This is an optimization exercise on Yosys and OpenROAD, whose aim is a short achievable clock period and few clock cycles, not a production implementation. Function was checked by simulation only, so behaviour that the tests miss may differ from the original. No activity file was given, so power comes from the tool's default toggle rates.

`design.v`:
```
package cpu_pkg;
    typedef logic [15:0] word_t;
    typedef logic [7:0]  bank_t;
    typedef logic [23:0] addr_t;    
    typedef logic [2:0]  reg_idx_t;
    typedef enum logic [3:0] {
        OP_NOP     = 4'h0,
        OP_MOV     = 4'h1,
        OP_ADD     = 4'h2,
        OP_SUB     = 4'h3,
        OP_AND     = 4'h4,
        OP_OR      = 4'h5,
        OP_XOR     = 4'h6,
        OP_CMP     = 4'h7,
        OP_MOVI    = 4'h8,
        OP_MUL     = 4'h9,
        OP_JMPI    = 4'hA,
        OP_JMP     = 4'hB,
        OP_BRANCH  = 4'hC,
        OP_LOAD    = 4'hD,
        OP_STORE   = 4'hE,
        OP_SPECIAL = 4'hF
    } opcode_t;
    typedef struct packed {
        opcode_t    opcode;
        reg_idx_t   rd;
        reg_idx_t   rs;
        reg_idx_t   rt;
        logic [2:0] func;    
    } instr_r_t;
    typedef struct packed {
        opcode_t    opcode;
        logic [2:0] sel;     
        logic [8:0] imm;
    } instr_i_t;
    typedef union packed {
        instr_r_t r;
        instr_i_t i;
    } instr_u;
    typedef enum logic [2:0] {
        ALU_ADD, ALU_SUB, ALU_AND, ALU_OR, ALU_XOR, ALU_MUL, ALU_PASS
    } alu_op_t;
    localparam int FLAG_Z = 0;
    localparam int FLAG_N = 1;
    localparam int FLAG_C = 2;
    localparam int FLAG_V = 3;
    localparam logic [2:0] COND_EQ = 3'd0;
    localparam logic [2:0] COND_NE = 3'd1;
    localparam logic [2:0] COND_CS = 3'd2;
    localparam logic [2:0] COND_CC = 3'd3;
    localparam logic [2:0] COND_MI = 3'd4;
    localparam logic [2:0] COND_PL = 3'd5;
    localparam logic [2:0] COND_VS = 3'd6;
    localparam logic [2:0] COND_VC = 3'd7;
    localparam logic [2:0] FUNC_MOV_RR       = 3'd0;    
    localparam logic [2:0] FUNC_MOV_TO_DBR   = 3'd2;    
    localparam logic [2:0] FUNC_MOV_FROM_DBR = 3'd3;    
    localparam logic [2:0] FUNC_HALT         = 3'd6;
endpackage
`timescale 1ns/1ps
module nc_cpu_top #(
    parameter cpu_pkg::bank_t RESET_BANK      = 8'h01,
    parameter cpu_pkg::word_t RESET_OFFSET    = 16'h8000,
    parameter cpu_pkg::bank_t RESET_DATA_BANK = 8'h00
) (
    input  logic           clk,
    input  logic           reset_n,
    output logic           mem_valid,
    output logic           mem_we,
    output cpu_pkg::addr_t mem_addr,
    output cpu_pkg::word_t mem_wdata,
    input  logic           mem_ready,
    input  cpu_pkg::word_t mem_rdata,
    output logic           halted
);
    localparam int IC_N = 32;    
    localparam int IB   = 5;            
    localparam int DC_N = 4;     
    localparam int MUL_CYC = 3;  
    localparam int PF_W = 15;     
    localparam logic [15:0] RP2 = RESET_OFFSET + 16'd2;
    localparam int BMAX = IC_N - 1 - PF_W;    
    logic        bv, bwe, bfetch, bstale;
    logic [23:0] baddr;
    logic [15:0] bwdata;
    assign mem_valid = bv;
    assign mem_we    = bwe;
    assign mem_addr  = baddr;
    assign mem_wdata = bwdata;
    logic bus_done, bus_free;
    assign bus_done = bv && mem_ready;
    assign bus_free = !bv || mem_ready;
    logic [15:0] regs [8];
    logic [3:0]  flags;
    logic [7:0]  dbr;
    logic [15:0] fpc;       
    logic        pstop;     
    logic [15:0] ppc;       
    logic [5:0]  ahead;     
    logic [5:0]  back;      
    logic        fhit;      
    logic [15:0] cw;
    logic [IC_N-1:0] ic_v;
    logic [15-IB:0]  ic_tag [IC_N];    
    logic [15:0]     ic_d   [IC_N];
    logic        qv0, qv1;
    logic [15:0] qi0, qi1, qp0, qp1;
    logic [7:0]  qs0, qs1, qt0, qt1, qd0, qd1;    
    logic        dpend, dpwe;
    logic [23:0] dpaddr;
    logic [15:0] dpwdata;
    logic        ld_wait;   
    logic [DC_N-1:0] dc_v;
    logic [23:0]     dc_a [DC_N];
    logic [15:0]     dc_d [DC_N];
    logic [1:0]      dc_ptr;
    logic [3:0]  op;
    logic [2:0]  f_rd, f_rs, f_rt, f_fn, f_sel;
    logic [15:0] rs_val, rt_val, rd_val, imm_se;
    assign op     = qi0[15:12];
    assign f_rd   = qi0[11:9];
    assign f_rs   = qi0[8:6];
    assign f_rt   = qi0[5:3];
    assign f_fn   = qi0[2:0];
    assign f_sel  = qi0[11:9];
    always_comb begin
        rs_val = '0;
        rt_val = '0;
        rd_val = '0;
        for (int i = 0; i < 8; i++) begin
            rs_val = rs_val | (regs[i] & {16{qs0[i]}});
            rt_val = rt_val | (regs[i] & {16{qt0[i]}});
            rd_val = rd_val | (regs[i] & {16{qd0[i]}});
        end
    end
    assign imm_se = {{7{qi0[8]}}, qi0[8:0]};
    logic is_load, is_store, is_mem, is_halt, is_branch, is_jmp, is_jmpi;
    assign is_load   = (op == cpu_pkg::OP_LOAD);
    assign is_store  = (op == cpu_pkg::OP_STORE);
    assign is_mem    = is_load || is_store;
    assign is_halt   = (op == cpu_pkg::OP_SPECIAL) && (f_fn == cpu_pkg::FUNC_HALT);
    assign is_branch = (op == cpu_pkg::OP_BRANCH);
    assign is_jmp    = (op == cpu_pkg::OP_JMP);
    assign is_jmpi   = (op == cpu_pkg::OP_JMPI);
    logic cond_true;
    always_comb begin
        case (f_sel)
            cpu_pkg::COND_EQ: cond_true =  flags[cpu_pkg::FLAG_Z];
            cpu_pkg::COND_NE: cond_true = !flags[cpu_pkg::FLAG_Z];
            cpu_pkg::COND_CS: cond_true =  flags[cpu_pkg::FLAG_C];
            cpu_pkg::COND_CC: cond_true = !flags[cpu_pkg::FLAG_C];
            cpu_pkg::COND_MI: cond_true =  flags[cpu_pkg::FLAG_N];
            cpu_pkg::COND_PL: cond_true = !flags[cpu_pkg::FLAG_N];
            cpu_pkg::COND_VS: cond_true =  flags[cpu_pkg::FLAG_V];
            default:          cond_true = !flags[cpu_pkg::FLAG_V];
        endcase
    end
    logic        redir;
    logic [15:0] redir_pc;
    assign redir    = qv0 && ((is_branch && cond_true) || is_jmp || is_jmpi);
    assign redir_pc = is_jmp  ? rs_val :
                      is_jmpi ? {qp0[15:9], qi0[8:0]} : (qp0 + 16'd2 + imm_se);
    logic [1:0]  mcnt;
    logic        is_mul, mul_last;
    logic [15:0] ms, mc, mul_res;
    assign is_mul   = (op == cpu_pkg::OP_MUL);
    assign mul_last = (mcnt == 2'(MUL_CYC - 1));
    assign mul_res  = ms + mc;
    function automatic logic [31:0] csa(input logic [15:0] x, y, z);
        csa = {x ^ y ^ z, ((x & y) | (x & z) | (y & z)) << 1};
    endfunction
    logic [15:0] pp [16];
    logic [15:0] l1 [11];
    logic [15:0] l2 [8];
    logic [15:0] l3 [6];
    logic [15:0] m3 [6];     
    logic [15:0] l4 [4];
    logic [15:0] l5 [3];
    logic [15:0] mt_s, mt_c;
    always_comb begin
        for (int i = 0; i < 16; i++)
            pp[i] = rt_val[i] ? (rs_val << i) : 16'd0;
        for (int i = 0; i < 5; i++)
            {l1[2*i], l1[2*i+1]} = csa(pp[3*i], pp[3*i+1], pp[3*i+2]);
        l1[10] = pp[15];
        for (int i = 0; i < 3; i++)
            {l2[2*i], l2[2*i+1]} = csa(l1[3*i], l1[3*i+1], l1[3*i+2]);
        l2[6] = l1[9];
        l2[7] = l1[10];
        for (int i = 0; i < 2; i++)
            {l3[2*i], l3[2*i+1]} = csa(l2[3*i], l2[3*i+1], l2[3*i+2]);
        l3[4] = l2[6];
        l3[5] = l2[7];
        for (int i = 0; i < 2; i++)
            {l4[2*i], l4[2*i+1]} = csa(m3[3*i], m3[3*i+1], m3[3*i+2]);
        {l5[0], l5[1]} = csa(l4[0], l4[1], l4[2]);
        l5[2] = l4[3];
        {mt_s, mt_c} = csa(l5[0], l5[1], l5[2]);
    end
    always_ff @(posedge clk or negedge reset_n) begin
        if (!reset_n)
            mcnt <= 2'd0;
        else if (qv0 && is_mul && !mul_last)
            mcnt <= mcnt + 2'd1;
        else
            mcnt <= 2'd0;
    end
    always_ff @(posedge clk) begin
        if (mcnt == 2'd0)
            for (int i = 0; i < 6; i++)
                m3[i] <= l3[i];
        ms <= mt_s;
        mc <= mt_c;
    end
    logic        wr_en, set_zn, set_cv, dbr_wr;
    logic [15:0] res;
    logic        c_out, v_out, z_res;
    logic [16:0] sum, dif;
    assign sum = {1'b0, rs_val} + {1'b0, rt_val};
    assign dif = {1'b0, rs_val} - {1'b0, rt_val};
    logic z_add, z_eq, z_mul;
    assign z_add = ((rs_val ^ rt_val) == 16'((rs_val | rt_val) << 1));
    assign z_eq  = (rs_val == rt_val);
    assign z_mul = ((ms ^ mc) == 16'((ms | mc) << 1));
    always_comb begin
        wr_en  = 1'b0;
        set_zn = 1'b0;
        set_cv = 1'b0;
        dbr_wr = 1'b0;
        res    = rs_val;
        c_out  = 1'b0;
        v_out  = 1'b0;
        z_res  = (rs_val == 16'd0);
        case (op)
            cpu_pkg::OP_MOV: begin
                case (f_fn)
                    cpu_pkg::FUNC_MOV_RR:       begin res = rs_val; wr_en = 1'b1; end
                    cpu_pkg::FUNC_MOV_FROM_DBR: begin res = {8'h00, dbr}; wr_en = 1'b1; z_res = (dbr == 8'h00); end
                    cpu_pkg::FUNC_MOV_TO_DBR:   dbr_wr = 1'b1;
                    default: ;
                endcase
            end
            cpu_pkg::OP_ADD: begin
                res = sum[15:0]; c_out = sum[16]; wr_en = 1'b1; set_cv = 1'b1; z_res = z_add;
                v_out = (rs_val[15] == rt_val[15]) && (sum[15] != rs_val[15]);
            end
            cpu_pkg::OP_SUB, cpu_pkg::OP_CMP: begin
                res = dif[15:0]; c_out = dif[16]; set_cv = 1'b1; z_res = z_eq;
                wr_en = (op == cpu_pkg::OP_SUB);
                set_zn = 1'b1;
                v_out = (rs_val[15] != rt_val[15]) && (dif[15] != rs_val[15]);
            end
            cpu_pkg::OP_AND:  begin res = rs_val & rt_val; wr_en = 1'b1; z_res = ((rs_val & rt_val) == 16'd0); end
            cpu_pkg::OP_OR:   begin res = rs_val | rt_val; wr_en = 1'b1; z_res = ((rs_val | rt_val) == 16'd0); end
            cpu_pkg::OP_XOR:  begin res = rs_val ^ rt_val; wr_en = 1'b1; z_res = z_eq; end
            cpu_pkg::OP_MUL:  begin res = mul_res; wr_en = mul_last; z_res = z_mul; end
            cpu_pkg::OP_MOVI: begin res = imm_se; wr_en = 1'b1; z_res = (qi0[8:0] == 9'd0); end
            default: ;
        endcase
        if (wr_en)
            set_zn = 1'b1;
    end
    logic [2:0] wr_idx;
    assign wr_idx = (op == cpu_pkg::OP_MOVI) ? f_sel : f_rd;
    logic [23:0] ls_addr;
    assign ls_addr = {dbr, rs_val};
    logic [DC_N-1:0] dc_hv;
    logic            dc_hit;
    logic [15:0]     dc_rd;
    always_comb begin
        dc_rd = '0;
        for (int i = 0; i < DC_N; i++) begin
            dc_hv[i] = dc_v[i] && (dc_a[i] == ls_addr);
            if (dc_hv[i])
                dc_rd = dc_rd | dc_d[i];
        end
        dc_hit = |dc_hv;
    end
    logic post_ok, ld_hit, post_raw, post, post_nw, ld_done, halt_now;
    assign post_ok  = !dpend || bus_free;
    assign ld_hit   = qv0 && is_load && !ld_wait && dc_hit;
    assign post_raw = qv0 && is_mem && !ld_wait && post_ok;
    assign post     = post_raw && !(is_load && dc_hit);
    assign post_nw  = qv0 && is_mem && !ld_wait && !(is_load && dc_hit);    
    assign ld_done  = bus_done && !bfetch && !bwe;
    assign halt_now = qv0 && is_halt && !dpend && bus_free && !halted;
    logic pop;
    always_comb begin
        pop = 1'b0;
        if (qv0) begin
            if (is_load)       pop = ld_hit || (ld_wait && ld_done);
            else if (is_store) pop = post;
            else if (is_halt)  pop = 1'b0;
            else if (is_mul)   pop = mul_last;
            else               pop = 1'b1;
        end
    end
    logic fill, in_fpc;
    assign fill   = bus_done && bfetch;
    assign in_fpc = bv && bfetch && (baddr[15:0] == fpc);
    logic        rdq, rdok;
    logic [9:0]  rdw;           
    logic [IB:0] rsum;
    logic [IB:1] ridx;
    logic        rw_v;
    logic [15-IB:0] rw_tag;
    logic [15:0] rw_d;
    assign rsum = qp0[IB:0] + (IB+1)'(2) + qi0[IB:0];
    assign ridx = is_jmp ? rs_val[IB:1] : (is_jmpi ? qi0[IB:1] : rsum[IB:1]);
    logic        fhit_e;
    logic [15:0] cw_e;
    assign fhit_e = rdq ? (rw_v && (rw_tag == {fpc[15:IB+1], fpc[0]})) : fhit;
    assign cw_e   = rdq ? rw_d : cw;
    logic        c_arrive, f_arrive, arrive;
    logic [15:0] w;
    assign c_arrive = fhit_e && !qv1 && !redir && !halted && !pstop;
    assign f_arrive = !fhit_e && mem_ready && in_fpc && !qv1 && !redir && !halted && !pstop;
    assign arrive   = c_arrive || f_arrive;
    assign w        = fhit_e ? cw_e : mem_rdata;
    logic [7:0] w_rs, w_rt, w_rd;
    assign w_rs = 8'd1 << w[8:6];
    assign w_rt = 8'd1 << w[5:3];
    assign w_rd = 8'd1 << w[11:9];
    logic w_halt;
    assign w_halt = (w[15:12] == cpu_pkg::OP_SPECIAL) && (w[2:0] == cpu_pkg::FUNC_HALT);
    logic [15:0]   fpc_inc, fpc_inc_n, redir_inc;
    logic [IC_N-1:0] foh, foh_n;
    assign redir_inc = redir_pc + 16'd2;
    logic           hit_inc, oh_v;
    logic [15:0]    cw_inc, oh_d;
    logic [15-IB:0] oh_tag;
    always_comb begin
        oh_v   = |(ic_v & foh);
        oh_tag = '0;
        oh_d   = '0;
        for (int i = 0; i < IC_N; i++) begin
            oh_tag = oh_tag | (ic_tag[i] & {(16-IB){foh[i]}});
            oh_d   = oh_d   | (ic_d[i]   & {16{foh[i]}});
        end
        if (fill && (baddr[15:0] == fpc_inc)) begin
            hit_inc = 1'b1;
            cw_inc  = mem_rdata;
        end else begin
            hit_inc = oh_v && (oh_tag == {fpc_inc[15:IB+1], fpc_inc[0]});
            cw_inc  = oh_d;
        end
    end
    logic [15:0] fpc_n, cw_n;
    logic        pstop_n, hit_n;
    always_comb begin
        fpc_n     = fpc;
        fpc_inc_n = fpc_inc;
        foh_n     = foh;
        pstop_n   = pstop;
        if (fhit_e) begin
            hit_n = 1'b1;
            cw_n  = cw_e;
        end else if (fill && (baddr[15:0] == fpc)) begin
            hit_n = 1'b1;
            cw_n  = mem_rdata;
        end else begin
            hit_n = 1'b0;
            cw_n  = cw_e;
        end
        if (redir) begin
            fpc_inc_n = redir_inc;
            foh_n     = IC_N'(1) << redir_inc[IB:1];
            fpc_n   = redir_pc;
            pstop_n = 1'b0;
            hit_n   = 1'b0;
        end else if (arrive) begin
            fpc_n     = fpc_inc;
            fpc_inc_n = fpc_inc + 16'd2;
            foh_n     = {foh[IC_N-2:0], foh[IC_N-1]};
            pstop_n   = w_halt;
            hit_n     = hit_inc;
            cw_n      = cw_inc;
        end
    end
    logic signed [10:0] rd_db;
    always_comb begin
        if (is_jmpi)
            rd_db = 11'(signed'({2'b00, qi0[8:0]})) - 11'(signed'({2'b00, qp0[8:0]}));
        else
            rd_db = 11'(signed'({{2{qi0[8]}}, qi0[8:0]})) + 11'sd2;
        rd_db = rd_db - (qv1 ? 11'sd4 : 11'sd2);
    end
    logic signed [10:0] rd_ahead, rd_back;
    logic               rd_in;
    assign rd_ahead = 11'(signed'({5'b0, ahead})) - 11'(signed'(rdw));
    assign rd_back  = 11'(signed'({5'b0, back}))  + 11'(signed'(rdw));
    assign rd_in    = rdok && !rd_ahead[10] && !rd_back[10];
    logic [5:0]  ahead_e, back_e;
    logic [15:0] ppc_e;
    assign ahead_e = !rdq ? ahead : (rd_in ? rd_ahead[5:0] : 6'd0);
    assign back_e  = !rdq ? back  : (rd_in ? rd_back[5:0]  : 6'd0);
    assign ppc_e   = (rdq && !rd_in) ? fpc : ppc;
    logic missing, pf_ok;
    assign missing = !rdq && (ahead != 6'd0) && !fhit && !in_fpc;
    assign pf_ok   = !rdq && !pstop && !halted && !redir && !missing &&
                     (ahead < 6'(PF_W)) && !((ahead == 6'd0) && fhit);
    logic iss;
    assign iss = bus_free && !dpend && !post_nw && pf_ok;
    logic [15:0] ppc_inc;
    logic [5:0]  ahead_inc, ahead_dec, back_inc;
    assign ppc_inc   = ppc + 16'd2;
    assign ahead_inc = ahead + 6'd1;
    assign ahead_dec = ahead_e - 6'd1;
    assign back_inc  = (back_e == 6'(BMAX)) ? back_e : back_e + 6'd1;
    logic [15:0] ppc_n;
    logic [5:0]  ahead_n, back_n;
    always_comb begin
        ppc_n   = ppc_e;
        ahead_n = ahead_e;
        back_n  = back_e;
        if (missing) begin
            ppc_n   = fpc;
            ahead_n = 6'd0;
            back_n  = 6'd0;
        end else if (!redir) begin
            if (iss)
                ppc_n = ppc_inc;
            else if (arrive && (ahead_e == 6'd0))
                ppc_n = fpc_inc;
            if (arrive) begin
                back_n = back_inc;
                if (ahead_e != 6'd0)
                    ahead_n = iss ? ahead : ahead_dec;
                else
                    ahead_n = iss ? ahead_inc : ahead_e;
            end else if (iss) begin
                ahead_n = ahead_inc;
            end
        end
    end
    always_ff @(posedge clk or negedge reset_n) begin
        if (!reset_n) begin
            bv      <= 1'b0;
            bwe     <= 1'b0;
            bfetch  <= 1'b0;
            dpend   <= 1'b0;
            ld_wait <= 1'b0;
            fpc     <= RESET_OFFSET;
            fpc_inc <= RESET_OFFSET + 16'd2;
            foh     <= IC_N'(1) << RP2[IB:1];
            ppc     <= RESET_OFFSET;
            ahead   <= 6'd0;
            back    <= 6'd0;
            pstop   <= 1'b0;
            fhit    <= 1'b0;
            rdq     <= 1'b0;
            ic_v    <= '0;
            dc_v    <= '0;
            dc_ptr  <= '0;
            qv0     <= 1'b0;
            qv1     <= 1'b0;
            halted  <= 1'b0;
            for (int i = 0; i < 8; i++)
                regs[i] <= '0;
            flags   <= '0;
            dbr     <= RESET_DATA_BANK;
        end else begin
            fpc     <= fpc_n;
            fpc_inc <= fpc_inc_n;
            foh     <= foh_n;
            pstop <= pstop_n;
            fhit  <= hit_n;
            rdq   <= redir;
            ppc   <= ppc_n;
            ahead <= ahead_n;
            back  <= back_n;
            if (fill)
                ic_v[baddr[IB:1]] <= 1'b1;
            if (bus_free) begin
                if (halted || halt_now) begin
                    bv <= 1'b0;
                end else if (dpend) begin
                    bv     <= 1'b1;
                    bwe    <= dpwe;
                    bfetch <= 1'b0;
                end else if (post) begin
                    bv     <= 1'b1;
                    bwe    <= is_store;
                    bfetch <= 1'b0;
                end else if (iss) begin
                    bv     <= 1'b1;
                    bwe    <= 1'b0;
                    bfetch <= 1'b1;
                end else begin
                    bv     <= 1'b0;
                end
            end
            if (post && (dpend || !bus_free))
                dpend <= 1'b1;
            else if (bus_free)
                dpend <= 1'b0;
            if (post && is_load)
                ld_wait <= 1'b1;
            else if (ld_done)
                ld_wait <= 1'b0;
            if (halt_now)
                halted <= 1'b1;
            if (post && is_store) begin
                if (dc_hit) begin
                    for (int i = 0; i < DC_N; i++)
                        if (dc_hv[i])
                            dc_v[i] <= 1'b1;
                end else begin
                    dc_v[dc_ptr] <= 1'b1;
                    dc_ptr       <= dc_ptr + 2'd1;
                end
            end else if (qv0 && is_load && ld_wait && ld_done) begin
                dc_v[dc_ptr] <= 1'b1;
                dc_ptr       <= dc_ptr + 2'd1;
            end
            if (redir) begin
                qv0 <= 1'b0;
                qv1 <= 1'b0;
            end else begin
                case ({pop, arrive})
                    2'b10: begin
                        qv0 <= qv1;
                        qv1 <= 1'b0;
                    end
                    2'b11: begin
                        qv0 <= 1'b1;
                        qv1 <= qv1;
                    end
                    2'b01: begin
                        if (qv0) qv1 <= 1'b1;
                        else     qv0 <= 1'b1;
                    end
                    default: ;
                endcase
            end
            if (qv0 && !is_mem) begin
                for (int i = 0; i < 8; i++)
                    if (wr_en && qd0[i])
                        regs[i] <= res;
                if (set_zn) begin
                    flags[cpu_pkg::FLAG_Z] <= z_res;
                    flags[cpu_pkg::FLAG_N] <= res[15];
                end
                if (set_cv) begin
                    flags[cpu_pkg::FLAG_C] <= c_out;
                    flags[cpu_pkg::FLAG_V] <= v_out;
                end
                if (dbr_wr)
                    dbr <= rs_val[7:0];
            end
            if (ld_hit) begin
                for (int i = 0; i < 8; i++)
                    if (qd0[i])
                        regs[i] <= dc_rd;
                flags[cpu_pkg::FLAG_Z] <= (dc_rd == 16'd0);
                flags[cpu_pkg::FLAG_N] <= dc_rd[15];
            end else if (qv0 && is_load && ld_wait && ld_done) begin
                for (int i = 0; i < 8; i++)
                    if (qd0[i])
                        regs[i] <= mem_rdata;
                flags[cpu_pkg::FLAG_Z] <= (mem_rdata == 16'd0);
                flags[cpu_pkg::FLAG_N] <= mem_rdata[15];
            end
        end
    end
    always_ff @(posedge clk) begin
        cw <= cw_n;
        if (fill && (baddr[IB:1] == ridx)) begin
            rw_v   <= 1'b1;
            rw_tag <= {baddr[15:IB+1], baddr[0]};
            rw_d   <= mem_rdata;
        end else begin
            rw_v   <= ic_v[ridx];
            rw_tag <= ic_tag[ridx];
            rw_d   <= ic_d[ridx];
        end
        if (redir) begin
            rdw  <= rd_db[10:1];
            rdok <= !is_jmp && !rd_db[0];
        end
        if (bus_done && bfetch) begin
            ic_tag[baddr[IB:1]] <= {baddr[15:IB+1], baddr[0]};
            ic_d[baddr[IB:1]]   <= mem_rdata;
        end
        if (bus_free && !(halted || halt_now)) begin
            if (dpend) begin
                baddr  <= dpaddr;
                bwdata <= dpwdata;
            end else if (post) begin
                baddr  <= ls_addr;
                bwdata <= rd_val;
            end else if (iss) begin
                baddr  <= {RESET_BANK, ppc};
            end
        end
        if (post && (dpend || !bus_free)) begin
            dpwe    <= is_store;
            dpaddr  <= ls_addr;
            dpwdata <= rd_val;
        end
        if (post && is_store) begin
            if (dc_hit) begin
                for (int i = 0; i < DC_N; i++)
                    if (dc_hv[i])
                        dc_d[i] <= rd_val;
            end else begin
                dc_a[dc_ptr] <= ls_addr;
                dc_d[dc_ptr] <= rd_val;
            end
        end else if (qv0 && is_load && ld_wait && ld_done) begin
            dc_a[dc_ptr] <= baddr;
            dc_d[dc_ptr] <= mem_rdata;
        end
        case ({pop, arrive})
            2'b10: begin
                qi0 <= qi1;
                qp0 <= qp1;
                qs0 <= qs1;
                qt0 <= qt1;
                qd0 <= qd1;
            end
            2'b11: begin
                if (qv1) begin
                    qi0 <= qi1;
                    qp0 <= qp1;
                    qs0 <= qs1;
                    qt0 <= qt1;
                    qd0 <= qd1;
                    qi1 <= w;
                    qp1 <= fpc;
                    qs1 <= w_rs;
                    qt1 <= w_rt;
                    qd1 <= w_rd;
                end else begin
                    qi0 <= w;
                    qp0 <= fpc;
                    qs0 <= w_rs;
                    qt0 <= w_rt;
                    qd0 <= w_rd;
                end
            end
            2'b01: begin
                if (qv0) begin
                    qi1 <= w;
                    qp1 <= fpc;
                    qs1 <= w_rs;
                    qt1 <= w_rt;
                    qd1 <= w_rd;
                end else begin
                    qi0 <= w;
                    qp0 <= fpc;
                    qs0 <= w_rs;
                    qt0 <= w_rt;
                    qd0 <= w_rd;
                end
            end
            default: ;
        endcase
    end
endmodule
```
`flow/run.sh`:
```
#!/bin/bash
set -euo pipefail
bash standard.sh SETUP_SLACK_MARGIN=7 finish > standard.log 2>&1
```
`standard.sh`:
```
#!/bin/bash
# synth_recipe.tcl (not shown) runs the flow's synth.tcl, then flattens the netlist and writes it again
# the make line also repeats each setting of config.mk as NAME=value (left out here)
make -C /OpenROAD-flow-scripts/flow DESIGN_CONFIG=/design/flow/config.mk WORK_HOME=/design/flow/orfs CLKGATE_MAP_FILE= SYNTH_SCRIPT=/design/flow/synth_recipe.tcl "${@:-finish}"
```
`config.mk`:
```
export PLATFORM = sky130hd
export DESIGN_NAME = nc_cpu_top
export DESIGN_NICKNAME = nc_cpu_top
export VERILOG_FILES = /design/flow/design.v
export SDC_FILE = /design/flow/constraint.sdc
export NUM_CORES = 4
export LEC_CHECK = 0
export ABC_CLOCK_PERIOD_IN_PS = 3000
export CAP_MARGIN = 20
export CORE_MARGIN = 2
export CORE_UTILIZATION = 50
export PLACE_DENSITY = 0.65
export SLEW_MARGIN = 20
export TNS_END_PERCENT = 10
```
`constraint.sdc`:
```
create_clock -name core_clock -period 11.0 [get_ports {clk}]
set_input_delay 2.2000 -clock core_clock [delete_from_list [all_inputs] [get_ports {clk}]]
set_output_delay 2.2000 -clock core_clock [all_outputs]
set_load 0.01 [all_outputs]
```
==> run notes <==
==> layout by cell type (no fill, tap or decap), types with 100 or more instances in the layout <==
master / Yosys / layout
clkbuf_16: 0 / 187
a21oi_1: 327 / 288
nor2_1: 559 / 517
a22o_1: 140 / 140
mux2i_1: 143 / 141
buf_4: 19 / 371
a221oi_1: 113 / 110
xnor2_1: 198 / 191
nand3_1: 106 / 100
nand2_1: 432 / 419
a22oi_1: 495 / 483
dfrtp_1: 278 / 241
o21ai_0: 185 / 158
nand4_1: 150 / 150
edfxtp_1: 1274 / 1274
mux4_2: 219 / 219
ha_1: 172 / 150
inv_1: 273 / 265
==> how the worst max path moves through the flow <==
stage / endpoint / slack [ps] / cells after the start
after floorplan: qd0[0]$_DFFE_PP_ / 6470 / 8
after global placement: qd0[2]$_DFFE_PP_ / 4830 / 14
after detailed placement: dpwdata[13]$_DFFE_PP_ / 4760 / 15
after CTS: regs[7][12]$_DFF_PN0_ / 6690 / 21
after global routing: regs[1][12]$_DFF_PN0_ / 6550 / 22
final: dc_v[0]$_DFFE_PN0P_ / 6420 / 15
==> worst max-delay path: cells and delay by family (launching register included) <==
family                 cells  cell delay, ps
buffers and inverters      4             720
and+or+nand+nor            8            1930
AOI/OAI and AO/OA          3            1280
DFF                        1             460
==> metal layers <==
| layer | wire length, um | vias up |
|---|---|---|
| li1 | - | 26224 |
| met1 | 115000 | 32498 |
| met2 | 144000 | 6088 |
| met3 | 48800 | 1554 |
| met4 | 28700 | 4 |
| met5 | 53 | - |
==> cell type report <==
| type | instances | area (sq um) | area share, % |
|---|---|---|---|
| inverters | 286 | 1160 | 1.18 |
| well taps | 2189 | 2740 | 2.79 |
| clock buffers | 212 | 4540 | 4.64 |
| diodes | 11 | 27.5 | 0.0281 |
| flip-flops and latches | 1604 | 46400 | 47.3 |
| multi-input cells | 4293 | 35600 | 36.3 |
| clock inverters | 106 | 1220 | 1.25 |
| repair buffers | 590 | 6380 | 6.51 |
==> cells by family (layout without fill, tap and decap cells) <==
group	count (synthesis)	in the layout	share of synthesized area, %
simple gates	1659	1660	9.69
fa+ha+maj	264	264	4.83
other cells	0	11	0
buf+inv	733	1194	3.66
xor+xnor	277	277	2.94
mux	425	425	8.57
flops	1604	1604	56.1
compound gates	1666	1667	14.2
==> registers in the layout (all words and copies together), names as in the netlist, 24 cells and up, named ones only <==
name and flops:
ic_d 512, ic_tag 352, ic_v 32, dc_a 96
regs 128, m3 46, baddr 24, dpaddr 24
dc_d 64, foh 32
==> power by group through the flow <==
stage               clock (W)  sequential [W]  combinational (W)
floorplan                   0         0.00663         0.00000906
global placement            0         0.00663          0.0000877
detailed placement          0         0.00663          0.0000890
CTS                   0.00602         0.00650          0.0000889
finish                0.00600         0.00650          0.0000936
global route          0.00626         0.00650          0.0000987
==> per-stage QoR <==
step           cells  util [%]  hold slack, ps  setup WS (ps)
2_1_floorplan   6628         -             323           6470
3_3_place_gp    8642      52.3             328           4830
3_5_place_dp    8643      52.3             327           4760
4_1_cts         9128      57.8             340           6690
5_1_grt         9280      59.6             351           6550
6_report        9291      59.6             339           6420
==> timing repair <==
item | 4_1_cts | 5_1_grt
setup endpoints to repair | 1733 | 1626
cloned | 18 | 16
buffers inserted | 149 | 135
resized for setup | 336 | 281
pin swaps | 63 | 129
==> run_results.csv <==
group,metric,value,unit
run_status,outcome,"no timing/DRC/antenna violations",
setup_path,r2r_start,"qs0[3]$_DFFE_PP_",
clocking,h-tree-depth,4,
timing,setup_viol,0,
layout,n_fill_cell,12793,
yosys,yosys.area.top_type,"edfxtp_1",
clocking,cts_buffers,169,
yosys,synth_seq_cells,1604,
drt,avgViaCountPerCell,7.14,
yosys,synth_ff_type,"edfxtp_1",
flow_run,drv_cap,0,
worst_hold_path,hold_path.class,"reg2reg",
setup_path,end_kind,"flop",
drt,wl,336000,um
yosys,synth.area.top_cells,"edfxtp_1, dfrtp_1, mux4_2, a22oi_1, ha_1",
die,start_util,50.2,%
die,design.core.area,164000,sq um
worst_hold_path,hold_depth,0,
drt,drt_iter0_drc,12236,
setup_path,crit_path_max_fanout,7,
yosys,synthCells,6628,
layout,final_area,98000,sq um
global_routing,busiest_layer,"met2",
timing,slew_headroom,16.2,%
yosys,postSynth.asyncResetShare,17.6,%
drt,drc,0,
layout,layout.nets,7226,
placed_design,io_buffers,61,
yosys,ys_seq_area_share,56.1,%
global_routing,track_usage,38.5,%
timing,finalHoldViolations,0,
die,die_width,410,um
die,ios,62,
timing,worst_slew_pin_slew,1250,ps
timing,period_needed,4580,ps
drt,post_drt_wl_per_cell,36.2,um
worst_hold_path,worstHoldStart,"m3[0][3]$_DFFE_PN_",
global_routing,use_met3,11.1,%
yosys,ys_types,110,
global_routing,grt_max_degree,107,
worst_hold_path,min_to,"ms[3]$_DFF_P_",
setup_path,path_class,"reg2reg",
drt,via_count,66368,
setup_path,startpoint,"qs0[3]$_DFFE_PP_",
power,p_int,0.00997,W
global_routing,grt_use_met1,49.9,%
timing,rsz0062_at_grt,"true",
setup_path,worst_path_max_delay_cell,"o21ai_0",
setup_path,required,11670,ps
power,power_frac_clock,47.6,%
clocking,cts_tree,"built",
yosys,syn_nets,6910,
clocking,cts-root-buf,"clkbuf_16",
timing,fmax,219,MHz
clocking,postCtsHoldBufs,0,
power,ir_drop,0.177,mV
power,power_frac_seq,51.6,%
setup_path,rrSetupSlack,6420,ps
layout,area_delta_synth_final,18.9,%
clocking,clk_latency,830,ps
yosys,post-synth-top-count-cell,"edfxtp_1",
timing,slew_viol_final,0,
power,power_frac_comb,0.7,%
yosys,synth_common_cells,"edfxtp_1, nor2_1, a22oi_1",
global_routing,grt_pass1_wl,462000,um
setup_path,rr_endpoint,"dc_v[0]$_DFFE_PN0P_",
clocking,clock-sinks,1604,
power,powerDensity,128,nW/um^2
yosys,avgSynthCellArea,12.4,sq um
layout,drive_gt1_share,21.3,%
die,rows,149,
drt,drt_pass1_iterations,8,
setup_path,critPathLaunchType,"flop",
yosys,synth_top_area_share,46.4,%
power,power.switching,0.00263,W
die,dieArea,168000,sq um
power,cellLeakagePower,35.8,nW
setup_path,timing.critical_path.mode_cell,"buf_6",
clocking,clock_path_buffers,3,
drt,ant_nets,0,
setup_path,arrival,5240,ps
placed_design,gp_congestion,0.990,
setup_path,reg2reg_depth,15,
global_routing,gr-total-overflow,0,
timing,fin_crit_sh,41.6,%
placed_design,place_area,86100,sq um
clocking,clk_pin_slew,60,ps
setup_path,cp_cell_sequence,"buf_4 -> a22oi_2 -> nand2_4 -> buf_6 -> or3_1 -> and2_0 -> or4bb_4 -> nor3_4 -> buf_6 -> nor4_4 -> buf_6 -> o21ai_0 -> nand2_1 -> o21ai_0 -> nand2b_1",
power,swShare,20.9,%
setup_path,cpPeakStageDelay,820,ps
die,die_h,410,um
global_routing,grt_pass1_vias,62684,
timing,setup-tns-final,0,ps
yosys,netlist_area,82500,sq um
placed_design,post-dp-hpwl,194000,um
yosys,synth_edf_count,1274,
timing,skew,41.0,ps
power,power,0.0126,W
global_routing,use_met2,56.6,%
global_routing,antenna_found_initial,14,
yosys,ys_warn_count,9,
Testbench counts, summed over its fixed seeds: cycles 69,383.

==> static timing again, ports no longer ideal <==
The results above use ideal ports. As a check the final layout listed here was re-extracted and re-timed, cells and wires unchanged. Step 1 sets driving cells, clkbuf_16 on the clock port and buf_2 on the other inputs (assumed; they add their load-dependent delay and slew). Step 2 also shifts input and output timing later by t, the mid clock arrival at the registers, as if the neighbouring blocks saw the same clock. a / b / c = ideal ports / drivers / drivers and shift; a / b = the first two.
shift t [ns]: 0.895
setup WS [ns]: 6.425 / 6.425 / 5.870
worst hold slack (ns): 0.339 / 0.339 / 0.339
slew at the worst register clock pin (ns): 0.07 / 0.07
pins driven straight from the clock port: 1
After both steps this run still meets setup and hold. The setup slack of this run moves by 0.000 ns with the drivers and by -0.555 ns with both steps.
